Background: an optimization exercise with open tools, aiming at small area, a short achievable clock period and few clock cycles. Do not read the settings as production practice.
In this exercise RTL edits were held to simulation tests only and were not proved equivalent to the original.

job 101:
Design cluster_cone_midpoint, start of the top module:
module cluster_cone_midpoint #(
    parameter int COORD_WIDTH = 16
) (
    input  logic                                       clk,
    input  logic                                       rst_n,
    input  logic                                       cfg_wr_en,
    input  logic [ccm_pkg::CFG_IDX_W-1:0]              cfg_wr_index,
    input  logic [ccm_pkg::REG_W-1:0]                  cfg_wr_data,
    input  logic                                       s_tvalid,
    output logic                                       s_tready,
    input  logic [((3*COORD_WIDTH+7)/8)*8-1:0]         s_tdata,   
    input  logic                                       s_tuser,   
    input  logic                                       s_tlast,   
    output logic                                       m_tvalid,
    input  logic                                       m_tready,
    output logic [((3*COORD_WIDTH+7)/8)*8-1:0]         m_tdata    
);
Size in the first run: ~4700 cells after synthesis, roughly 340 flip-flops, about 120 I/O pins, ~40000 um^2 of cells after synthesis.
make LEC_CHECK=0 ABC_AREA=1 CAP_MARGIN=20 CORE_MARGIN=2 CORE_UTILIZATION=40 SETUP_SLACK_MARGIN=5 SLEW_MARGIN=20 finish   # period 12.5 ns
run.sh (not shown) runs the stock make flow with config.mk's settings and CLKGATE_MAP_FILE= SYNTH_SCRIPT=/design/flow/synth_recipe.tcl, a recipe that flattens the netlist after the stock synthesis.
Job 101 went all the way through the flow, and no timing, DRC or antenna check failed.
Testbench counts of job 101, summed over its fixed seeds: cycles 17,830.
Changes in job 102 relative to job 101:
# job 101
export LEC_CHECK = 0
export ABC_AREA = 1
export CAP_MARGIN = 20
export CORE_MARGIN = 2
export CORE_UTILIZATION = 40
export SETUP_SLACK_MARGIN = 5
export SLEW_MARGIN = 20
create_clock -name core_clock -period 12.5 [get_ports {clk}]
# job 102
export LEC_CHECK = 0
export ABC_AREA = 1
export CAP_MARGIN = 20
export CORE_MARGIN = 2
export CORE_UTILIZATION = 40
export CTS_CLUSTER_DIAMETER = 80
export CTS_CLUSTER_SIZE = 40
export SETUP_SLACK_MARGIN = 5
export SLEW_MARGIN = 20
create_clock -name core_clock -period 12.5 [get_ports {clk}]
==> results.txt <==
Job 102: wire length the detailed router placed on met1 higher than job 101. Comparing job 102 and job 101, the lower largest fanout on the critical path is on job 102. Taking job 101 as the reference, in job 102 wire length picked up an extra 0.61%, clock latency on the worst-skew pair lost 0.02 ns, count of multi-input combinational gates neither gained nor lost much, clock-buffer cell count lost 31, total iterations of the first detailed-routing run lost 1. Relative to job 101, area growth from synthesis to layout decreased by 0.76 points in job 102. For count of plain and timing-repair buffers, dividing the value from job 101 by the value from job 102 gives 0.929. Number of cells upsized or downsized after cts in job 102 is 10 higher than in job 101.

* * *

Starting RTL as in the previous note.
Settings: LEC_CHECK=0, ABC_AREA=1, CAP_MARGIN=20, CORE_MARGIN=2, CORE_UTILIZATION=40, CTS_CLUSTER_DIAMETER=100, CTS_CLUSTER_SIZE=30, SETUP_SLACK_MARGIN=5, SLEW_MARGIN=20; clock period 12.5 ns.
Testbench counts at the start, summed over its fixed seeds: cycles 17,830.
Change:
- CAP_MARGIN: 20 -> 10
- CTS_CLUSTER_DIAMETER: 100 -> default
- CTS_CLUSTER_SIZE: 30 -> default
- SLEW_MARGIN: 20 -> 10
- TNS_END_PERCENT: default -> 10
Effect:
- The new run completed without violations
- synthesized cell count stays the same
- global-route usage came out higher by 0.14 points
- final area came out higher by 0.64%
- maximum frequency fell by 3.4%
Change:
- CAP_MARGIN: 10 -> 20
- CTS_CLUSTER_DIAMETER: default -> 60
- CTS_CLUSTER_SIZE: default -> 30
- SLEW_MARGIN: 10 -> 20
- TNS_END_PERCENT: 10 -> default
Result:
- The new run finished clean
- synthesized cell count stays the same
- routed wire length barely changes
- sequential cell count is unchanged
- register-to-register slack improves by 120 ps
- area after synthesis stays the same

* * *

cluster_cone_midpoint, a different RTL version from the one above (not shown whole).
Size in the first run: about 5000 cells after synthesis, about 340 flip-flops, roughly 120 I/O pins, roughly 0.041 mm^2 of cells after synthesis.
Settings: LEC_CHECK=0, ABC_AREA=1, CAP_MARGIN=20, CORE_MARGIN=2, CORE_UTILIZATION=55, SETUP_SLACK_MARGIN=3, SLEW_MARGIN=20; clock period 12.5 ns.
The first run completed without violations.
Testbench counts at the start, summed over its fixed seeds: cycles 17,830.
Change:
Settings changed: CORE_UTILIZATION 55 to 40, SETUP_SLACK_MARGIN 3 to 5.
Area after synthesis does not change.
Global-route usage fell by 13 points.
Die area rises by 37%.
Final cell count climbs by 7.0%.
Routed wire length climbs by 2.2%.
Via count fell by 2.0%.
Synthesized cell count does not change.
Setup slack gets better by 1200 ps.

## static timing again, ports no longer ideal
In the flow no input, the clock included, has a driving cell. The finished layouts below were timed again as built, in two steps.
Step 1 (the two cells are an assumption about what drives the block):
set clk [get_ports {clk}]
set_driving_cell -lib_cell sky130_fd_sc_hd__clkbuf_16 $clk
set_driving_cell -lib_cell sky130_fd_sc_hd__buf_2 [delete_from_list [all_inputs] $clk]
Step 2, shift: input delay + t, output delay - t, t = (earliest + latest rising clock arrival at the registers) / 2. This alone moves slack from input paths to output paths.
Slacks: ideal ports / drivers / drivers and shift; pairs: ideal ports / drivers.
run	shift t [ns]	setup slack, ns	hold WS [ns]	slew at the worst register clock pin (ns)
job 101	0.671	5.083 / 5.083 / 4.967	0.487 / 0.487 / 0.487	0.07 / 0.07
job 102	0.656	5.189 / 5.127 / 4.958	0.500 / 0.500 / 0.500	0.12 / 0.12
the first run of note 2	0.648	5.218 / 5.184 / 5.047	0.500 / 0.500 / 0.500	0.12 / 0.12
the second run of note 2	0.671	4.961 / 4.961 / 4.961	0.486 / 0.486 / 0.486	0.07 / 0.07
the third run of note 2	0.654	5.083 / 5.083 / 4.980	0.491 / 0.491 / 0.491	0.10 / 0.10
the first run of note 3	0.689	3.815 / 3.815 / 3.815	0.490 / 0.490 / 0.490	0.08 / 0.08
the second run of note 3	0.692	5.062 / 5.062 / 5.062	0.484 / 0.484 / 0.484	0.07 / 0.07
After both steps setup and hold are still met in every run listed. The setup slack of job 102, which loses most, moves by -0.062 ns with the drivers and by -0.231 ns with both steps.
